This design comes from an exercise in tuning for small area and a short achievable clock period on the open sky130 flow, not from production work.
Function was checked by simulation only, so behaviour that the tests miss may differ from the original.
Power figures rest on the tool's default switching activity, not on a simulated workload.

===== flow/run.sh =====
#!/bin/bash
# synth_recipe.tcl (not shown) runs the flow's synth.tcl, then flattens the netlist and writes it again
# the make line also repeats each setting of config.mk as NAME=value (left out here)
make -C /OpenROAD-flow-scripts/flow DESIGN_CONFIG=/design/flow/config.mk WORK_HOME=/design/flow/orfs CLKGATE_MAP_FILE= SYNTH_SCRIPT=/design/flow/synth_recipe.tcl finish

===== flow/config.mk =====
export PLATFORM = sky130hd
export DESIGN_NAME = hubris_lite
export DESIGN_NICKNAME = hubris_lite
export VERILOG_FILES = /design/flow/design.v
export SDC_FILE = /design/flow/constraint.sdc
export NUM_CORES = 4
export LEC_CHECK = 0
export ABC_AREA = 1
export CAP_MARGIN = 20
export CORE_MARGIN = 2
export CORE_UTILIZATION = 40
export CTS_BUF_LIST = sky130_fd_sc_hd__clkbuf_16
export CTS_CLUSTER_DIAMETER = 150
export CTS_CLUSTER_SIZE = 20
export SETUP_SLACK_MARGIN = 3.5
export SLEW_MARGIN = 20

===== flow/constraint.sdc =====
create_clock -name core_clock -period 6.5 [get_ports {clk}]
set_input_delay 1.3000 -clock core_clock [delete_from_list [all_inputs] [get_ports {clk}]]
set_output_delay 1.3000 -clock core_clock [all_outputs]
set_load 0.01 [all_outputs]

===== flow/design.v =====
`timescale 1ns/1ps
module hubris_lite
(
    input  logic        clk,
    input  logic        reset,
    input  logic        inst_valid,
    input  logic [31:0] inst,
    input  logic        io_output_en,
    output logic [7:0]  io_output_data,
    output logic [31:0] io_buffer_size_avai
);
    logic [6:0] opc;
    logic [2:0] f3;
    logic [6:0] f7;
    logic [4:0] rs1, rs2, rd;
    logic is_opimm, is_op, is_lui, is_load, is_store;
    logic d_add, d_slt, d_xor, d_or, d_and, d_sll, d_srl, d_lw, d_sw;
    logic d_cin, d_we;
    assign opc = inst[6:0];
    assign f3  = inst[14:12];
    assign f7  = inst[31:25];
    assign rs1 = inst[19:15];
    assign rs2 = inst[24:20];
    assign rd  = inst[11:7];
    assign is_opimm = (opc == 7'b0010011);
    assign is_op    = (opc == 7'b0110011);
    assign is_lui   = (opc == 7'b0110111);
    assign is_load  = (opc == 7'b0000011);
    assign is_store = (opc == 7'b0100011);
    logic f7z, f7s;
    assign f7z = (f7 == 7'b0000000);
    assign f7s = (f7 == 7'b0100000);
    assign d_add = (is_opimm && f3 == 3'b000) ||
                   (is_op && f3 == 3'b000 && (f7z || f7s)) ||
                   is_lui;
    assign d_slt = f3 == 3'b010 && (is_opimm || (is_op && f7z));
    assign d_xor = f3 == 3'b100 && (is_opimm || (is_op && f7z));
    assign d_or  = f3 == 3'b110 && (is_opimm || (is_op && f7z));
    assign d_and = f3 == 3'b111 && (is_opimm || (is_op && f7z));
    assign d_sll = f3 == 3'b001 && (is_opimm || is_op) && f7z;
    assign d_srl = f3 == 3'b101 && (is_opimm || is_op) && f7z;
    assign d_lw  = is_load && f3 == 3'b010;
    assign d_sw  = is_store && (f3 == 3'b000 || f3 == 3'b010);
    assign d_cin = (is_op && f7[5]) || ((is_op || is_opimm) && f3 == 3'b010);
    assign d_we  = (d_add | d_slt | d_xor | d_or | d_and | d_sll | d_srl | d_lw) && rd != 5'd0;
    logic        e_add, e_slt, e_xor, e_or, e_and, e_sll, e_srl, e_lw, e_sw;
    logic        e_cin, e_we;
    logic [4:0]  e_rd;
    logic [31:0] e_a, e_b;
    logic [7:0]  e_sd;
    logic [4:0]  e_sh;
    logic [31:0] regs [1:31];
    logic [31:1] rv;
    logic [31:0] result;
    logic        w_we;
    logic [4:0]  w_rd;
    logic [31:0] w_q;
    logic [31:1] sel1, sel2, wsel;
    always_comb begin
        for (int i = 1; i < 32; i++) begin
            sel1[i] = (rs1 == 5'(i)) && rv[i];
            sel2[i] = (rs2 == 5'(i)) && rv[i];
            wsel[i] = w_we && (w_rd == 5'(i));
        end
    end
    always_ff @(posedge clk) begin
        for (int i = 1; i < 32; i++) begin
            if (wsel[i]) regs[i] <= w_q;
        end
        if (reset) rv <= '0;
        else       rv <= rv | wsel;
        w_we <= e_we && !reset;
        w_rd <= e_rd;
        w_q  <= result;
    end
    logic [31:0] r1, r2;
    always_comb begin
        r1 = '0;
        r2 = '0;
        for (int i = 1; i < 32; i++) begin
            r1 = r1 | ({32{sel1[i]}} & regs[i]);
            r2 = r2 | ({32{sel2[i]}} & regs[i]);
        end
    end
    logic be1, be2, bw1, bw2;
    logic [31:0] u1, u2, v2, imm;
    logic [31:0] u1_rev, res_rev;
    assign be1 = e_we && (e_rd == rs1);
    assign be2 = e_we && (e_rd == rs2);
    assign bw1 = w_we && (w_rd == rs1);
    assign bw2 = w_we && (w_rd == rs2);
    assign u1  = bw1 ? w_q : r1;
    assign u2  = bw2 ? w_q : r2;
    assign v2  = be2 ? result : u2;
    always_comb begin
        for (int i = 0; i < 32; i++) begin
            u1_rev[i]  = u1[31-i];
            res_rev[i] = result[31-i];
        end
    end
    logic [31:0] a_next;
    always_comb begin
        a_next = ({32{ be1 && !d_sll}} & result)
               | ({32{ be1 &&  d_sll}} & res_rev)
               | ({32{!be1 && !d_sll}} & u1)
               | ({32{!be1 &&  d_sll}} & u1_rev);
        if (is_lui) a_next = '0;
    end
    always_comb begin
        if (is_lui)        imm = {inst[31:12], 12'b0};
        else if (is_store) imm = {{20{inst[31]}}, inst[31:25], inst[11:7]};
        else               imm = {{20{inst[31]}}, inst[31:20]};
    end
    always_ff @(posedge clk) begin
        if (reset || !inst_valid) begin
            {e_add, e_slt, e_xor, e_or, e_and, e_sll, e_srl, e_lw, e_sw, e_we} <= '0;
        end else begin
            {e_add, e_slt, e_xor, e_or, e_and, e_sll, e_srl, e_lw, e_sw, e_we} <=
                {d_add, d_slt, d_xor, d_or, d_and, d_sll, d_srl, d_lw, d_sw, d_we};
        end
        e_cin <= d_cin;
        e_rd  <= rd;
        e_a   <= a_next;
        e_b   <= (is_op ? v2 : imm) ^ {32{d_cin}};
        e_sd  <= v2[7:0];
        e_sh  <= is_op ? v2[4:0] : imm[4:0];
    end
    logic [31:0] sum;
    logic [32:0] sum33;
    assign sum33 = {e_a, 1'b1} + {e_b, e_cin};
    assign sum   = sum33[32:1];
    logic slt;
    assign slt = (e_a[31] == e_b[31]) ? e_a[31] : sum[31];
    logic [31:0] sh_out, sh_rev;
    assign sh_out = e_a >> e_sh;
    always_comb begin
        for (int i = 0; i < 32; i++) sh_rev[i] = sh_out[31-i];
    end
    logic [31:0] need_c, gen_c;
    logic        m_rest, m_lw, m_sw;
    always_comb begin
        for (int i = 0; i < 32; i++) begin
            if (i == 31) begin
                need_c[i] = ~(e_a[i] ^ e_b[i]);
                gen_c[i]  = e_a[i] & e_b[i];
            end else begin
                need_c[i] = e_a[i] ^ e_b[i];
                gen_c[i]  = e_a[i] | e_b[i];
            end
        end
        m_rest = !need_c[0];
        for (int i = 1; i < 32; i++) begin
            if (i != 2 && i != 3) m_rest = m_rest && (need_c[i] == gen_c[i-1]);
        end
    end
    assign m_lw = m_rest && (need_c[2] == gen_c[1]) && (need_c[3] == gen_c[2]);
    assign m_sw = m_rest && (need_c[2] != gen_c[1]) && (need_c[3] == (e_a[2] & e_b[2]));
    logic [5:0] free;
    always_comb begin
        result = ({32{e_add}} & sum)
               | ({32{e_slt}} & {31'b0, slt})
               | ({32{e_xor}} & (e_a ^ e_b))
               | ({32{e_or}}  & (e_a | e_b))
               | ({32{e_and}} & (e_a & e_b))
               | ({32{e_srl}} & sh_out)
               | ({32{e_sll}} & sh_rev)
               | ({32{e_lw && m_lw}} & {26'b0, free});
    end
    logic [7:0] mem [32];
    logic [4:0] wp, rp, rp1;
    logic       full, empty, one;
    logic       push, pop;
    logic [7:0] head;
    assign full  = (free == 6'd0);
    assign empty = free[5];
    assign one   = (free == 6'd31);
    assign push  = e_sw && m_sw && !full;
    assign pop   = io_output_en && !empty;
    always_ff @(posedge clk) begin
        for (int j = 0; j < 32; j++) begin
            if (!full && wp == 5'(j)) mem[j] <= e_sd;
        end
    end
    logic [7:0] next_byte;
    always_comb begin
        next_byte = '0;
        for (int j = 0; j < 32; j++) begin
            next_byte = next_byte | ({8{rp1 == 5'(j)}} & mem[j]);
        end
    end
    logic [5:0] free_m1, free_p1;
    logic [4:0] wp1;
    always_comb begin
        logic ci, bi, cw, cr;
        ci = 1'b1;
        bi = 1'b1;
        for (int i = 0; i < 6; i++) begin
            free_p1[i] = free[i] ^ ci;
            free_m1[i] = free[i] ^ bi;
            ci = ci & free[i];
            bi = bi & ~free[i];
        end
        cw = 1'b1;
        cr = 1'b1;
        for (int i = 0; i < 5; i++) begin
            wp1[i] = wp[i] ^ cw;
            rp1[i] = rp[i] ^ cr;
            cw = cw & wp[i];
            cr = cr & rp[i];
        end
    end
    always_ff @(posedge clk) begin
        if (reset) begin
            wp   <= '0;
            rp   <= '0;
            free <= 6'd32;
        end else begin
            if (push) wp <= wp1;
            if (pop)  rp <= rp1;
            if (push && !pop)      free <= free_m1;
            else if (pop && !push) free <= free_p1;
        end
        if (empty || (one && io_output_en)) head <= e_sd;
        else if (pop)                       head <= next_byte;
    end
    assign io_output_data      = head;
    assign io_buffer_size_avai = {26'b0, free};
endmodule

==> impl_metrics.yaml, run 1 <==
status:
  outcome: "timing/DRC/antenna clean"
layout:
  num-nets-final: 8218
  fin_cells: 10550
  final_common_cell: "nand2_1"
  final_cell_mix: "nand2_1, edfxtp_1, inv_1"
  syn_to_final_growth_pct: 18.38
  layout-drive-gt1-share: 0.1372
global_route:
  grt.busiest_layer: "met2"
  antenna_found_initial: 41
  use_met3: 0.1882
  grt_usage: 0.4290
  grt_max_degree: 64
  globalRouteMet1Util: 0.5158
  grt_pass1_wl_um: 519000
  grt.overflow.total: 0
  met2_usage: 0.5936
  grt_pass1_vias: 60350
cts:
  cts.htree.levels: 3
  cts_buffers: 82
  clock_latency_ns: 0.81
  cts_root_buffer: "clkbuf_16"
  clkSinkCount: 1434
  cts.reportedPaths.clkPinSlew_ns: 0.12
  cts_buffer_depth: 3
  cts_tree: "built"
  holdBufCountCts: 0
placement:
  placed_cells: 10100
  dp.final_hpwl_um: 250100
  port_buffers: 49
  gp_congestion: 1.061
  place_ws_ns: 1.351
synth:
  yosysWarnings: 3
  synth_top_cell_by_area: "edfxtp_1"
  synth-simple-area-share: 0.2114
  ys_seq_elements: 1434
  synth_seq_area_share: 0.5895
  synthesis.instances: 7755
  synthXorXnorAreaFrac: 0.001501
  synth_edf_count: 1256
  syn_area_mm2: 0.07003
  syn_area_per_cell_um2: 9.030
  yosysTopAreaCellShare: 0.5386
  ys_types: 59
  ys.flop_type: "edfxtp_1"
  synth_mux_area_frac: 0
  yosys-top-cells-area: "edfxtp_1, nand2_1, inv_1"
  async_flop_share: 0
  synth_top_family_by_area: "simple AND/OR/NAND/NOR gates"
  synth_compound_area_frac: 0.1029
  synth_fa_ha_area_frac: 0.01433
worst_setup_path:
  critPathMaxStageDelay_ns: 0.63
  worstPathRequired_ns: 7.19
  path_cells: "buf_6 -> o21ai_0 -> nand2_1 -> nand3_1 -> nand3_1 -> nand3_1 -> nor2_1 -> nor2_1 -> nand3_4 -> nand2_1 -> nand2_4 -> nand2_1 -> nand2_1 -> nand2_1"
  reg2reg_to: "e_b[14]$_DFF_P_"
  path_class: "flop to flop"
  cp_top_family: "simple AND/OR/NAND/NOR gates"
  path_max_fanout: 63
  slowest_stage: "o21ai_0"
  worst_ep_arrival_time_ns: 3.78
  critPathLaunchType: "flop"
  crit_cells: 14
  ff2ff_setup_slack_ns: 3.41
  r2r_cells: 14
  r2r-start: "e_sh[0]$_DFF_P_"
  end_kind: "flop"
  path_common_cell: "nand2_1"
  crit_buf_inv: 1
die:
  design.die.area_mm2: 0.1784
  start_util: 0.4029
  die_w_um: 422.4
  num_rows: 153
  die_h_um: 422.4
  core-area_mm2: 0.1738
  io_pins: 76
drt:
  dr.pass1.iters: 14
  wirelength_um: 397700
  drtIter0Drc: 13580
  vias: 67780
  wire_per_inst_um: 37.71
  viasPerCell: 6.427
  postRouteAntennaNets: 0
  drc: 0
timing:
  slew_headroom: 0.1603
  rsz0062_at_grt: "yes"
  setup_ws_ns: 3.410
  worst_pin_slew_ns: 1.259
  finalCriticalPeriod_ns: 3.090
  max_freq_mhz: 323.6
  finalHoldViolCount: 0
  maxSlewViolCount: 0
  skew_ns: 0.07830
  tns_ns: 0
  setup_viol: 0
  min_period_over_period: 0.4754
min_path:
  hold_path_class: "flop to flop"
  min_path_cells: 0
  hold_start: "e_rd[0]$_DFF_P_"
  hold_path_end: "w_rd[0]$_DFF_P_"
pwr:
  p_seq_frac: 0.611
  vdd_drop_max_v: 0.0002153
  clock_power_share: 0.355
  p_leak_nw: 34.31
  p_per_area_mw_per_mm2: 195.2
  p_comb_frac: 0.033
  p_sw_frac: 0.2339
  p_int_w: 0.01239
  switchingPower_w: 0.003785
flow_run:
  max_cap_violations: 0
flip-flops by register name, indices dropped and copies added (netlist names), 5 cells and up:
signal / flops
free: 6
e_a: 32
e_b: 32
regs: 992
mem: 256
e_sh: 5
rv: 31
w_q: 32
e_rd: 5
head: 8
wp: 5
rp: 5
e_sd: 8
w_rd: 5
cell families after synthesis:
kind of cell | count (synthesis)
buffers and inverters | 1422
other | 1
adders and majority gates | 79
and+or+nand+nor | 3636
AOI/OAI and AO/OA | 1171
DFF | 1434
xor gates and xnor gates | 12
power by group through the flow:
stage | combinational [W] | clock, W | sequential (W)
2_1_floorplan | 0.000291 | 0 | 0.0101
3_3_place_gp | 0.000455 | 0 | 0.0101
3_5_place_dp | 0.000454 | 0 | 0.0101
4_1_cts | 0.000496 | 0.00568 | 0.00989
5_1_grt | 0.000571 | 0.00598 | 0.00989
6_report | 0.000538 | 0.00575 | 0.00989
per-layer routing:
layer / vias up / routed length (µm)
li1: 26820 / -
met1: 32180 / 135200
met2: 6716 / 158400
met3: 2032 / 63500
met4: 26 / 40100
met5: - / 491
through the flow:
step / power [W] / cell area, µm² / hold slack (ns) / util
after floorplan: 0.01038 / 70120 / 0.3620 / -
after global placement: 0.01056 / 74530 / 0.4126 / 0.4288
after detailed placement: 0.01056 / 74650 / 0.4176 / 0.4294
after CTS: 0.01607 / 80890 / 0.4254 / 0.4653
after global routing: 0.01644 / 82780 / 0.4219 / 0.4762
final: 0.01618 / 82900 / 0.4202 / 0.4769
worst max-delay path by stage:
stage                 startpoint            endpoint  slack [ns]
2_1_floorplan           inst[24]     e_b[27]$_DFF_P_        3.52
3_3_place_gp            inst[16]  e_a[15]$_SDFF_PN0_        0.78
3_5_place_dp            inst[23]     e_b[23]$_DFF_P_        1.35
4_1_cts                 inst[18]  e_a[18]$_SDFF_PN0_        3.48
5_1_grt        e_a[2]$_SDFF_PN0_     e_b[14]$_DFF_P_        3.43
6_report         e_sh[0]$_DFF_P_     e_b[14]$_DFF_P_        3.41
repair_timing:
action	in CTS	in global routing
cloned	7	5
setup endpoints to repair	319	101
pin swaps	64	77
setup buffers	139	89
resized for setup	618	284
layout make-up:
cell class / count / area (µm²)
well taps: 2325 / 2909
clock inverters: 70 / 375.4
multi-input cells: 4925 / 25600
inverters: 1120 / 4534
repair buffers: 540 / 5909
fillers: 16580 / 90920
diodes: 48 / 120.1
clock buffers: 83 / 2077
flip-flops and latches: 1434 / 41380
synthesized netlist by cell type (all sizes together), types with 3 or more instances:
| library cell | n |
|---|---|
| ha | 77 |
| o22ai | 434 |
| xor2 | 6 |
| a21oi | 142 |
| buf | 186 |
| or2 | 6 |
| and2 | 4 |
| o2111a | 3 |
| inv | 1116 |
| o21a | 28 |
| a221oi | 23 |
| o221ai | 23 |
| nand2 | 2027 |
| o21bai | 6 |
| nor4 | 15 |
| a211oi | 5 |
| a22o | 49 |
| nand3b | 7 |
| o211ai | 46 |
| nor2 | 915 |
| o2111ai | 39 |
| nand4 | 91 |
| dfxtp | 178 |
| edfxtp | 1256 |
| clkinv | 4 |
| clkbuf | 116 |
| xnor2 | 6 |
| o21ai | 357 |
| nor3 | 78 |
| a32o | 5 |
| nand3 | 488 |
==> run 2: changes to the inputs <==
--- a/flow/config.mk
+++ b/flow/config.mk
@@ -10,3 +10,3 @@
 export CORE_MARGIN = 2
-export CORE_UTILIZATION = 40
+export CORE_UTILIZATION = 50
 export CTS_BUF_LIST = sky130_fd_sc_hd__clkbuf_16
==> impl_metrics.yaml, run 2 <==
die:
  io_pins: 76
  num_rows: 137
  die_h_um: 378.2
  die_w_um: 378.2
  core-area_mm2: 0.1392
  start_util: 0.5031
  design.die.area_mm2: 0.1431
synth:
  ys.flop_type: "edfxtp_1"
  ys_seq_elements: 1434
  synth_top_cell_by_area: "edfxtp_1"
  yosysTopAreaCellShare: 0.5386
  yosys-top-cells-area: "edfxtp_1, nand2_1, inv_1"
  synth_seq_area_share: 0.5895
  synth_most_common_cell: "nand2_1"
  yosysWarnings: 3
  ys_types: 59
  syn_area_per_cell_um2: 9.030
  syn_area_mm2: 0.07003
  synth_edf_count: 1256
  async_flop_share: 0
  synth_commonest_cells: "nand2_1, edfxtp_1, inv_1"
  synthesis.instances: 7755
global_route:
  grt_max_degree: 62
  grt.overflow.total: 0
  grt_pass1_vias: 59430
  antenna_found_initial: 45
  grt_pass1_wl_um: 495600
  grt_usage: 0.5157
layout:
  top_register: "regs"
  num-nets-final: 8152
  final_cell_mix: "nand2_1, edfxtp_1, inv_1"
  final_common_cell: "nand2_1"
  layout-drive-gt1-share: 0.1292
  largest_register_ffs: 992
  reg.largest.list: "regs: 992 flops, mem: 256 flops"
  syn_to_final_growth_pct: 16.23
drt:
  vias: 67520
  dr.pass1.iters: 14
  postRouteAntennaNets: 0
  viasPerCell: 6.738
  drtIter0Drc: 14650
  wirelength_um: 378000
  wire_per_inst_um: 37.72
  drc: 0
cts:
  clkSinkCount: 1434
  cts_buffers: 81
  cts.htree.levels: 3
  cts_root_buffer: "clkbuf_16"
  cts.reportedPaths.clkPinSlew_ns: 0.10
  cts_tree: "built"
  holdBufCountCts: 0
  clock_latency_ns: 0.81
  cts_buffer_depth: 3
pwr:
  vdd_drop_max_v: 0.0002542
  p_leak_nw: 33.80
  p_per_area_mw_per_mm2: 197.2
timing:
  slew_headroom: 0.1701
  finalHoldViolCount: 0
  rsz0062_at_grt: "yes"
  skew_ns: 0.04296
  max_freq_mhz: 319.8
  hold_slack_ns: 0.4202
  min_period_over_period: 0.4811
  setup_viol: 0
  finalCriticalPeriod_ns: 3.127
  tns_ns: 0
  maxSlewViolCount: 0
  worst_pin_slew_ns: 1.245
min_path:
  min_path_cells: 0
  hold_path_class: "flop to flop"
placement:
  port_buffers: 49
  gp_congestion: 1.088
  dp.final_hpwl_um: 234200
worst_setup_path:
  slowest_stage: "nand3_2"
  path_max_fanout: 5
  critPathLaunchType: "input port"
  end_kind: "flop"
  path_common_cell: "nor2_1"
  worst_ep_arrival_time_ns: 3.81
  r2r_cells: 3
  critPathMaxStageDelay_ns: 0.20
  worstPathRequired_ns: 7.18
  path_class: "input port to flop"
  path_cells: "buf_4 -> buf_6 -> inv_2 -> nand2_2 -> nor2_1 -> nand2_2 -> clkinvlp_4 -> buf_12 -> buf_4 -> nand2_1 -> o21ai_0 -> nor2_1 -> nand2_1 -> nor2_1 -> nand3_2 -> nand3_1 -> nand3_2 -> nor2_2 -> nor2_1"
status:
  outcome: "timing/DRC/antenna clean"
flow_run:
  max_cap_violations: 0
==> run 2: cell count changes in the layout (fill, tap and decap cells not counted), sizes merged, moves of 2 or more <==
cell           previous run  this run
clkdlybuf4s50            21        30
inv                    1149      1137
clkbuf                   91        87
dlygate4sd2               7         5
dlymetal6s2s             11         4
clkinv                   11        14
buf                     490       426
==> run 2: critical path: cells and delay by family <==
family          cells  cell delay, ns
simple gates       12            1.54
buf+inv             6            0.85
compound gates      1            0.08
==> run 2: logic make-up after synthesis <==
kind of cell / after synthesis / synth area share
and+or+nand+nor: 3636 / 0.2114
DFF: 1434 / 0.5895
buffers and inverters: 1422 / 0.08037
AOI/OAI and AO/OA: 1171 / 0.1029
adders and majority gates: 79 / 0.01433
xor gates and xnor gates: 12 / 0.001501
other: 1 / 0.00005355
==> run 2: cell type report <==
cell class / instances / area (µm²)
clock buffers: 81 / 2027
inverters: 1120 / 4537
flip-flops and latches: 1434 / 41420
fillers: 12280 / 57800
well taps: 1876 / 2347
diodes: 48 / 120.1
clock inverters: 61 / 401.6
multi-input cells: 4925 / 25380
repair buffers: 475 / 5165
==> run 2: through the flow <==
step	total power (W)	std cells	worst slack (ns)	area, µm²	utilization
6_report	0.01605	10020	3.373	81390	0.5848
5_1_grt	0.01631	9979	3.359	81290	0.5840
4_1_cts	0.01593	9897	3.389	79280	0.5696
3_5_place_dp	0.01056	9631	1.145	73820	0.5304
3_3_place_gp	0.01056	9628	1.119	73740	0.5298
2_1_floorplan	0.01038	7780	3.520	70120	-
==> run 2: power by group <==
| part | leakage [nW] | internal, W | switching, W |
|---|---|---|---|
| registers | 13.0 | 0.00986 | 0.0000392 |
| logic | 19.5 | 0.000157 | 0.000372 |
| clock network | 1.36 | 0.00236 | 0.00326 |
==> run 2: worst paths after layout <==
path | start | endpoint | slack (ns)
max | inst[17] | e_a[25]$_SDFF_PN0_ | 3.37
min | e_rd[4]$_DFF_P_ | w_rd[4]$_DFF_P_ | 0.42
max reg2reg | w_rd[4]$_DFF_P_ | regs[28][0]$_DFFE_PP_ | 3.48
min reg2reg | e_rd[4]$_DFF_P_ | w_rd[4]$_DFF_P_ | 0.42
==> run 2: repair_timing <==
item | CTS | global route
endpoints found under the setup margin | 155 | 87
cloned | 6 | 4
setup buffers | 118 | 71
resized for setup | 539 | 303
pin swaps | 40 | 58
==> run 2: layer usage <==
| layer | track usage | part of all wire |
|---|---|---|
| met2 | 0.6930 | 0.39 |
| met1 | 0.6375 | 0.34 |
| met5 | 0.02161 | 0.0016 |
| met4 | 0.3901 | 0.10 |
| met3 | 0.2410 | 0.17 |
==> run 3: changes to the inputs <==
--- a/flow/design.v
+++ b/flow/design.v
@@ -67,3 +67,3 @@
         for (int i = 1; i < 32; i++) begin
-            if (wsel[i]) regs[i] <= w_q;
+            if (wsel[i]) regs[i] <= ~w_q;
         end
@@ -80,4 +80,4 @@
         for (int i = 1; i < 32; i++) begin
-            r1 = r1 | ({32{sel1[i]}} & regs[i]);
-            r2 = r2 | ({32{sel2[i]}} & regs[i]);
+            r1 = r1 | ({32{sel1[i]}} & ~regs[i]);
+            r2 = r2 | ({32{sel2[i]}} & ~regs[i]);
         end
--- a/flow/config.mk
+++ b/flow/config.mk
@@ -10,3 +10,3 @@
 export CORE_MARGIN = 2
-export CORE_UTILIZATION = 50
+export CORE_UTILIZATION = 40
 export CTS_BUF_LIST = sky130_fd_sc_hd__clkbuf_16
==> impl_metrics.yaml, run 3 <==
synth:
  async_flop_share: 0
  yosysTopAreaCellShare: 0.5335
  ys_types: 65
  synthesis.instances: 7731
  synth_top_cell_by_area: "edfxtp_1"
  syn_area_per_cell_um2: 9.144
  ys.flop_type: "edfxtp_1"
  synth_seq_area_share: 0.5839
  syn_area_mm2: 0.07069
  synth_commonest_cells: "nand2_1, edfxtp_1, nor2_1"
  synth_edf_count: 1256
  ys_seq_elements: 1434
  yosysWarnings: 3
  synth_most_common_cell: "nand2_1"
  yosys-top-cells-area: "edfxtp_1, nand2_1, dfxtp_1"
placement:
  dp.final_hpwl_um: 258800
  port_buffers: 49
  gp_congestion: 1.044
status:
  failed_checks: "antenna rules"
  outcome: "finished with violations"
cts:
  holdBufCountCts: 0
  cts.reportedPaths.clkPinSlew_ns: 0.10
  cts_buffers: 82
  cts_tree: "built"
  cts_root_buffer: "clkbuf_16"
  cts.htree.levels: 3
  clock_latency_ns: 0.79
  cts_buffer_depth: 3
  clkSinkCount: 1434
die:
  die_h_um: 424.4
  num_rows: 154
  design.die.area_mm2: 0.1801
  die_w_um: 424.4
  start_util: 0.4018
  core-area_mm2: 0.1759
  io_pins: 76
worst_setup_path:
  path_common_cell: "nor2_1"
  critPathLaunchType: "input port"
  path_max_fanout: 18
  critPathMaxStageDelay_ns: 0.61
  worstPathRequired_ns: 7.18
  end_kind: "flop"
  path_cells: "buf_6 -> inv_2 -> nor2_1 -> nand4_1 -> buf_4 -> o21ai_0 -> nor2_1 -> nand2_1 -> nor2_1 -> nand3_2 -> nand3_1 -> nand4_1 -> nand2_1 -> inv_1"
  slowest_stage: "buf_4"
  crit_buf_inv: 4
  cp_top_family: "simple AND/OR/NAND/NOR gates"
  path_class: "input port to flop"
  worst_ep_arrival_time_ns: 3.83
min_path:
  hold_path_class: "flop to flop"
layout:
  layout-drive-gt1-share: 0.1421
  nFillCells: 16640
  largest_register_ffs: 992
  reg.largest.list: "regs: 992 flops, mem: 256 flops"
  syn_to_final_growth_pct: 18.15
  multi_input_area_mm2: 0.02695
  final_cell_mix: "nand2_1, edfxtp_1, inv_1"
  seq_area_mm2: 0.04140
  top_register: "regs"
  final_common_cell: "nand2_1"
  num-nets-final: 8201
drt:
  postRouteAntennaNets: 1
  viasPerCell: 6.589
  dr.pass1.iters: 10
  drtIter0Drc: 13320
  wire_per_inst_um: 38.61
  drc: 0
  vias: 69790
  wirelength_um: 408900
pwr:
  p_comb_frac: 0.040
  clock_power_share: 0.351
  switchingPower_w: 0.003808
  vdd_drop_max_v: 0.0001792
  p_sw_frac: 0.2345
  p_per_area_mw_per_mm2: 194.4
  p_int_w: 0.01243
  p_leak_nw: 31.41
  p_seq_frac: 0.610
  power_w: 0.01624
global_route:
  antenna_found_initial: 62
  grt_pass1_wl_um: 532600
  grt_max_degree: 62
  grt.overflow.total: 0
  grt_usage: 0.4382
  grt_pass1_vias: 61420
timing:
  skew_ns: 0.05568
  finalHoldViolCount: 0
  tns_ns: 0
  rsz0062_at_grt: "yes"
  finalCriticalPeriod_ns: 3.143
  max_freq_mhz: 318.1
  slew_headroom: 0.1084
  worst_pin_slew_ns: 1.337
  maxSlewViolCount: 0
  setup_viol: 0
  min_period_over_period: 0.4836
flow_run:
  max_cap_violations: 0
## run 3: worst paths after layout
| kind | slack [ns] | start | cells after the start | end |
|---|---|---|---|---|
| hold / removal | 0.37 | e_rd[3]$_DFF_P_ | 0 | w_rd[3]$_DFF_P_ |
| setup / recovery | 3.36 | inst[17] | 14 | e_a[15]$_SDFF_PN0_ |
| hold reg to reg | 0.37 | e_rd[3]$_DFF_P_ | 0 | w_rd[3]$_DFF_P_ |
| setup reg to reg | 3.43 | w_rd[1]$_DFF_P_ | 7 | regs[18][6]$_DFFE_PP_ |
## run 3: cell families (layout without fill, tap and decap cells)
logic type / count (synthesis) / in the layout / synth area share
other cells: 1 / 123 / 0.00005305
simple gates: 3793 / 3797 / 0.2301
compound gates: 1216 / 1216 / 0.1011
buf+inv: 1198 / 1592 / 0.06936
xor+xnor: 10 / 10 / 0.001239
fa+ha+maj: 79 / 79 / 0.01419
flops: 1434 / 1434 / 0.5839
## run 3: per-stage QoR
step,instance area (µm²),hold slack [ns],setup WS [ns],util,cells
floorplan,70790,0.3308,3.535,-,7756
global route,83290,0.3811,3.382,0.4734,10500
finish,83520,0.3729,3.357,0.4748,10590
global placement,75220,0.3623,0.8012,0.4276,10100
CTS,81330,0.3735,3.329,0.4623,10420
detailed placement,75470,0.3534,0.8075,0.4290,10120
## run 3: final cells by class
type                    count  share of cell area
flip-flops and latches   1434              0.4957
multi-input cells        5128              0.3226
repair buffers            542             0.07225
inverters                 897             0.04222
well taps                2340             0.03506
clock buffers              84             0.02517
clock inverters            68            0.003985
diodes                     97            0.002906
repair inverters            1          0.00005992
## run 3: per-layer routing
metal  part of all wire  track usage  routed length, µm  up-vias
met5             0.0011     0.006614                443        -
met4               0.11       0.3683              43580       34
met3               0.16       0.1879              65140     2283
met2               0.40       0.6123             163800     7276
met1               0.33       0.5178             136000    33090
li1                   -            -                  -    27100
## run 3: worst reg2reg max path, cell delays in order (launching register included)
cell,delay (ns)
dfxtp_1,0.49
inv_1,0.13
nor2_1,0.12
inv_1,0.09
nor2_1,0.10
inv_1,0.11
nor2_4,0.88
buf_4,0.73
## run 3: timing repair
| item | CTS | global route |
|---|---|---|
| setup buffers | 142 | 64 |
| resized for setup | 502 | 262 |
| pin swaps | 54 | 49 |
| setup endpoints to repair | 198 | 115 |
| gates cloned | 8 | 8 |
| endpoints found under the hold margin | 0 | 0 |
## run 3: power by group through the flow
stage	logic [W]	registers [W]	clock network, W
2_1_floorplan	0.000314	0.0101	0
3_3_place_gp	0.000524	0.0101	0
3_5_place_dp	0.000524	0.0101	0
4_1_cts	0.000578	0.00990	0.00563
5_1_grt	0.000671	0.00990	0.00593
6_report	0.000642	0.00990	0.00570
==> run 4: changes to the inputs <==
--- a/flow/config.mk
+++ b/flow/config.mk
@@ -10,3 +10,3 @@
 export CORE_MARGIN = 2
-export CORE_UTILIZATION = 40
+export CORE_UTILIZATION = 50
 export CTS_BUF_LIST = sky130_fd_sc_hd__clkbuf_16
@@ -16 +16,2 @@
 export SLEW_MARGIN = 20
+export TNS_END_PERCENT = 5
==> impl_metrics.yaml, run 4 <==
synth:
  synth-simple-area-share: 0.2301
  synthesis.instances: 7731
  synth_most_common_cell: "nand2_1"
  synth_compound_area_frac: 0.1011
  synth_edf_count: 1256
  ys.flop_type: "edfxtp_1"
  synth_top_cell_by_area: "edfxtp_1"
  yosysWarnings: 3
  synth_seq_area_share: 0.5839
  yosys-top-cells-area: "edfxtp_1, nand2_1, dfxtp_1"
  syn_area_mm2: 0.07069
  syn_area_per_cell_um2: 9.144
  synth_top_family_by_area: "simple AND/OR/NAND/NOR gates"
  synth_mux_area_frac: 0
  async_flop_share: 0
  yosysTopAreaCellShare: 0.5335
  ys_types: 65
  synth_commonest_cells: "nand2_1, edfxtp_1, nor2_1"
  ys_seq_elements: 1434
  synthXorXnorAreaFrac: 0.001239
  synth_fa_ha_area_frac: 0.01419
worst_setup_path:
  critPathLaunchType: "flop"
  r2r-start: "w_rd[3]$_DFF_P_"
  ff2ff_setup_slack_ns: 3.36
  reg2reg_to: "regs[26][25]$_DFFE_PP_"
  worstPathRequired_ns: 6.90
  path_class: "flop to flop"
  r2r_cells: 7
  path_max_fanout: 19
  end_kind: "flop"
  worst_ep_arrival_time_ns: 3.54
layout:
  num-nets-final: 8173
  nFillCells: 12310
  final_common_cell: "nand2_1"
  syn_to_final_growth_pct: 16.09
  largest_register_ffs: 992
  top_register: "regs"
  reg.largest.list: "regs: 992 flops, mem: 256 flops"
  fin_area_mm2: 0.08207
  fin_cells: 10060
  final_cell_mix: "nand2_1, edfxtp_1, inv_1"
  layout-drive-gt1-share: 0.1408
die:
  design.die.area_mm2: 0.1444
  start_util: 0.5054
  io_pins: 76
  num_rows: 137
  core-area_mm2: 0.1399
  die_w_um: 380.0
  die_h_um: 380.0
cts:
  cts.htree.levels: 3
  cts_buffer_depth: 3
  cts_buffers: 81
  clkSinkCount: 1434
  cts_root_buffer: "clkbuf_16"
  cts.reportedPaths.clkPinSlew_ns: 0.09
  clock_latency_ns: 0.78
  cts_tree: "built"
drt:
  drtIter0Drc: 14430
  wirelength_um: 381000
  postRouteAntennaNets: 0
  wire_per_inst_um: 37.89
  dr.pass1.iters: 12
  viasPerCell: 6.899
  vias: 69370
  drc: 0
timing:
  setup_viol: 0
  skew_ns: 0.04191
  finalCriticalPeriod_ns: 3.139
  min_period_over_period: 0.4829
  maxSlewViolCount: 0
  rsz0062_at_grt: "yes"
  finalHoldViolCount: 0
  worst_pin_slew_ns: 1.394
  tns_ns: 0
  slew_headroom: 0.06873
  max_freq_mhz: 318.6
min_path:
  hold_path_end: "w_rd[3]$_DFF_P_"
  min_path_cells: 0
  hold_path_class: "flop to flop"
  hold_start: "e_rd[3]$_DFF_P_"
pwr:
  p_per_area_mw_per_mm2: 195.6
  vdd_drop_max_v: 0.0002568
  p_leak_nw: 31.02
placement:
  dp.final_hpwl_um: 235000
  placed_cells: 9640
  dpl_cell_area_mm2: 0.07470
  port_buffers: 49
  gp_congestion: 1.031
global_route:
  grt_pass1_vias: 61030
  grt_max_degree: 65
  antenna_found_initial: 45
  grt.overflow.total: 0
  grt_pass1_wl_um: 500900
  grt_usage: 0.5067
status:
  outcome: "timing/DRC/antenna clean"
flow_run:
  max_cap_violations: 0
## run 4: cell counts after synthesis
Identical to the previous run, type by type.
## run 4: critical path, cell delays in order, from the launching register on
cell     delay, ns
dfxtp_1       0.50
inv_1         0.15
nor2_1        0.11
inv_1         0.15
nor2_1        0.13
inv_1         0.11
nor2_4        0.88
buf_4         0.65
## run 4: kinds of logic after synthesis
kind of cell | after synthesis
AO/OA/AOI/OAI | 1216
XOR/XNOR | 10
adder cells (fa/ha/maj) | 79
buffers and inverters | 1198
flip-flops | 1434
other | 1
AND/OR/NAND/NOR | 3793
## run 4: area by class of cell
cell class                      instances  area (µm²)  share of cell area
Antenna cell                           70       175.2            0.002134
Clock buffer                           82        2052             0.02500
Clock inverter                         52       299.0            0.003644
Inverter                              897        3547             0.04322
Multi-Input combinational cell       5129       26830              0.3269
Sequential cell                      1434       41380              0.5042
Tap cell                             1876        2347             0.02860
Timing Repair Buffer                  515        5446             0.06636
## run 4: power by group
part / leakage [nW] / internal [W] / total (W) / switching [W]
Combinational: 19.0 / 0.000173 / 0.000591 / 0.000417
Clock: 1.31 / 0.00232 / 0.00556 / 0.00324
Sequential: 10.7 / 0.00987 / 0.00990 / 0.0000320
## run 4: worst max path at each step
| stage | slack [ns] | depth (start not counted) | end | start |
|---|---|---|---|---|
| after floorplan | 3.53 | 15 | e_b[19]$_DFF_P_ | inst[22] |
| after global placement | 1.02 | 14 | e_a[2]$_SDFF_PN0_ | inst[18] |
| after detailed placement | 1.03 | 14 | e_a[2]$_SDFF_PN0_ | inst[18] |
| after CTS | 3.37 | 18 | e_b[31]$_DFF_P_ | inst[22] |
| after global routing | 3.42 | 18 | e_a[4]$_SDFF_PN0_ | inst[17] |
| final | 3.36 | 7 | regs[26][25]$_DFFE_PP_ | w_rd[3]$_DFF_P_ |
## run 4: routing by layer
metal	vias up	share of wire	track usage
met3	2366	0.17	0.2402
met5	-	0.0048	0.05522
li1	26980	-	-
met4	56	0.10	0.3938
met2	7313	0.39	0.6910
met1	32650	0.33	0.6090
## run 4: what timing repair did
| item | in CTS | in global routing |
|---|---|---|
| setup buffers | 122 | 72 |
| gates cloned | 7 | 8 |
| pin swaps | 43 | 54 |
| resized for setup | 444 | 291 |
| setup endpoints to repair | 124 | 121 |
| hold buffers | 0 | 0 |
## run 4: through the flow
| stage | hold WS [ns] | setup slack [ns] | total power (W) | utilization |
|---|---|---|---|---|
| after floorplan | 0.3308 | 3.535 | 0.01040 | - |
| after global placement | 0.3412 | 1.018 | 0.01060 | 0.5336 |
| after detailed placement | 0.3542 | 1.031 | 0.01060 | 0.5340 |
| after CTS | 0.3742 | 3.370 | 0.01590 | 0.5716 |
| after global routing | 0.3886 | 3.421 | 0.01630 | 0.5857 |
| final | 0.3788 | 3.361 | 0.01605 | 0.5867 |
==> run 5: changes to the inputs <==
--- a/flow/config.mk
+++ b/flow/config.mk
@@ -10,3 +10,3 @@
 export CORE_MARGIN = 2
-export CORE_UTILIZATION = 50
+export CORE_UTILIZATION = 45
 export CTS_BUF_LIST = sky130_fd_sc_hd__clkbuf_16
@@ -14,3 +14,3 @@
 export CTS_CLUSTER_SIZE = 20
-export SETUP_SLACK_MARGIN = 3.5
+export SETUP_SLACK_MARGIN = 3.6
 export SLEW_MARGIN = 20
==> impl_metrics.yaml, run 5 <==
timing:
  slew_headroom: 0.1679
  maxSlewViolCount: 0
  min_period_over_period: 0.4905
  tns_ns: 0
  skew_ns: 0.06502
  finalCriticalPeriod_ns: 3.188
  rsz0062_at_grt: "yes"
  finalHoldViolCount: 0
  max_freq_mhz: 313.7
  setup_viol: 0
  worst_pin_slew_ns: 1.248
layout:
  largest_register_ffs: 992
  top_register: "regs"
  fin_cells: 10180
  reg.largest.list: "regs: 992 flops, mem: 256 flops"
  final_cell_mix: "nand2_1, edfxtp_1, inv_1"
  fin_area_mm2: 0.08175
  num-nets-final: 8141
  layout-drive-gt1-share: 0.1309
  syn_to_final_growth_pct: 15.64
  final_common_cell: "nand2_1"
synth:
  yosysTopAreaCellShare: 0.5335
  synthXorXnorAreaFrac: 0.001239
  synth_compound_area_frac: 0.1011
  yosysWarnings: 3
  ys_seq_elements: 1434
  async_flop_share: 0
  synth_seq_area_share: 0.5839
  synth_top_family_by_area: "simple AND/OR/NAND/NOR gates"
  yosys-top-cells-area: "edfxtp_1, nand2_1, dfxtp_1"
  syn_area_mm2: 0.07069
  syn_area_per_cell_um2: 9.144
  synth_mux_area_frac: 0
  synth_top_cell_by_area: "edfxtp_1"
  synth_commonest_cells: "nand2_1, edfxtp_1, nor2_1"
  ys_types: 65
  synth_edf_count: 1256
  synth-simple-area-share: 0.2301
  synth_most_common_cell: "nand2_1"
  ys.flop_type: "edfxtp_1"
  synthesis.instances: 7731
  synth_fa_ha_area_frac: 0.01419
drt:
  dr.pass1.iters: 11
  viasPerCell: 6.696
  drtIter0Drc: 14580
  wirelength_um: 382000
  drc: 0
  vias: 68170
  wire_per_inst_um: 37.53
  postRouteAntennaNets: 0
min_path:
  hold_path_class: "flop to flop"
placement:
  port_buffers: 49
  placed_cells: 9806
  dp.final_hpwl_um: 243100
  dpl_cell_area_mm2: 0.07478
  gp_congestion: 1.074
die:
  core-area_mm2: 0.1560
  num_rows: 145
  start_util: 0.4531
  design.die.area_mm2: 0.1603
  die_w_um: 400.4
  io_pins: 76
  die_h_um: 400.4
worst_setup_path:
  end_kind: "flop"
  crit_end: "e_b[11]$_DFF_P_"
  worstPathRequired_ns: 7.18
  r2r-start: "w_rd[3]$_DFF_P_"
  worst_ep_arrival_time_ns: 3.87
  reg2reg_to: "regs[25][12]$_DFFE_PP_"
  critPathLaunchType: "input port"
  path_class: "input port to flop"
  path_max_fanout: 8
  r2r_cells: 7
  cp-startpoint: "inst[21]"
  ff2ff_setup_slack_ns: 3.35
cts:
  cts_tree: "built"
  cts.reportedPaths.clkPinSlew_ns: 0.09
  cts_root_buffer: "clkbuf_16"
  cts.htree.levels: 3
  clock_latency_ns: 0.80
  cts_buffers: 81
  cts_buffer_depth: 3
  clkSinkCount: 1434
global_route:
  grt.overflow.total: 0
  grt_usage: 0.4567
  grt_pass1_vias: 60710
  antenna_found_initial: 40
  grt_pass1_wl_um: 503000
  grt_max_degree: 45
status:
  outcome: "timing/DRC/antenna clean"
pwr:
  p_per_area_mw_per_mm2: 197.5
  p_leak_nw: 30.78
  vdd_drop_max_v: 0.0002168
flow_run:
  max_cap_violations: 0
## run 5: per-layer routing
| metal | track usage | wire length [µm] | vias up |
|---|---|---|---|
| met1 | 0.5581 | 129800 | 32150 |
| met2 | 0.6206 | 148500 | 7011 |
| met5 | 0.02230 | 1006 | - |
| met3 | 0.2147 | 65140 | 2069 |
| li1 | - | - | 26890 |
| met4 | 0.3440 | 37530 | 53 |
## run 5: worst max-delay path, stage by stage
cell and delay [ns]:
buf_6 0.16, inv_6 0.09, nor2_4 0.18, nand2_1 0.13
nor2_4 0.33, inv_1 0.36, o21ai_0 0.47, nor2_1 0.10
nand3_1 0.21, nand2_1 0.21, nand3_2 0.13, nand2_1 0.05
nand2_1 0.05, nand2_1 0.06
## run 5: what timing repair did
action	CTS	global route
setup endpoints to repair	311	275
pin swaps	35	29
resized for setup	390	263
cloned	4	5
hold buffers	0	0
buffers inserted	102	80
## run 5: cells by family (layout without fill, tap and decap cells)
group                    count (synthesis)  in the layout
AO/OA/AOI/OAI                         1216           1216
adder cells (fa/ha/maj)                 79             79
XOR/XNOR                                10             10
AND/OR/NAND/NOR                       3793           3795
buffers and inverters                 1198           1520
other                                    1             68
flip-flops                            1434           1434
## run 5: cell type report
class / count / area, µm²
Tap cell: 2058 / 2575
Sequential cell: 1434 / 41380
Clock buffer: 81 / 2027
Multi-Input combinational cell: 5126 / 26650
Antenna cell: 42 / 105.1
Timing Repair Buffer: 486 / 5124
Inverter: 897 / 3498
Clock inverter: 56 / 382.9
Fill cell: 14290 / 74280
## run 5: worst min path at each step
stage	start	depth (start not counted)	endpoint	slack, ns
6_report	e_rd[3]$_DFF_P_	0	w_rd[3]$_DFF_P_	0.39
3_5_place_dp	e_rd[3]$_DFF_P_	0	w_rd[3]$_DFF_P_	0.36
3_3_place_gp	e_rd[3]$_DFF_P_	0	w_rd[3]$_DFF_P_	0.38
4_1_cts	e_rd[3]$_DFF_P_	0	w_rd[3]$_DFF_P_	0.38
2_1_floorplan	e_rd[3]$_DFF_P_	0	w_rd[3]$_DFF_P_	0.33
5_1_grt	e_rd[3]$_DFF_P_	0	w_rd[3]$_DFF_P_	0.39
## run 5: through the flow
stage	setup WS [ns]	total power, W	hold WS (ns)	utilization
after floorplan	3.558	0.01041	0.3308	-
final	3.312	0.01615	0.3876	0.5239
after global placement	0.9964	0.01061	0.3769	0.4787
after global routing	3.254	0.01644	0.3932	0.5234
after CTS	3.157	0.01601	0.3836	0.5098
after detailed placement	0.8966	0.01060	0.3630	0.4793
## run 5: power breakdown
part | switching [W] | total (W) | internal (W)
clock | 0.00329 | 0.00564 | 0.00235
combinational | 0.000426 | 0.000610 | 0.000184
sequential | 0.0000305 | 0.00989 | 0.00986

==> re-timing with driven ports <==
The results above use ideal ports. As a check the final layouts listed here were re-extracted and re-timed, cells and wires unchanged.
Step 1, drivers: a clkbuf_16 drives clk and a buf_2 each remaining input, both assumed.
Step 2 also shifts input and output timing later by t, the mid clock arrival at the registers, as if the neighbouring blocks saw the same clock.
Three values: no drivers, after step 1, after step 2; two values: the first two.
| run | t (ns) | setup slack, ns | hold WS [ns] | worst setup path after step 2 |
|---|---|---|---|---|
| run 1 | 0.857 | 3.410 / 3.410 / 2.557 | 0.420 / 0.420 / 0.420 | input to register |
| run 2 | 0.874 | 3.373 / 3.415 / 2.541 | 0.420 / 0.420 / 0.420 | input to register |
| run 3 | 0.852 | 3.357 / 3.328 / 2.476 | 0.373 / 0.373 / 0.373 | input to register |
| run 4 | 0.846 | 3.361 / 3.361 / 2.531 | 0.379 / 0.379 / 0.379 | input to register |
| run 5 | 0.852 | 3.312 / 3.248 / 2.455 | 0.388 / 0.388 / 0.388 | input to register |
The setup slack of run 3, which loses most, moves by -0.029 ns with the drivers and by -0.881 ns with both steps.
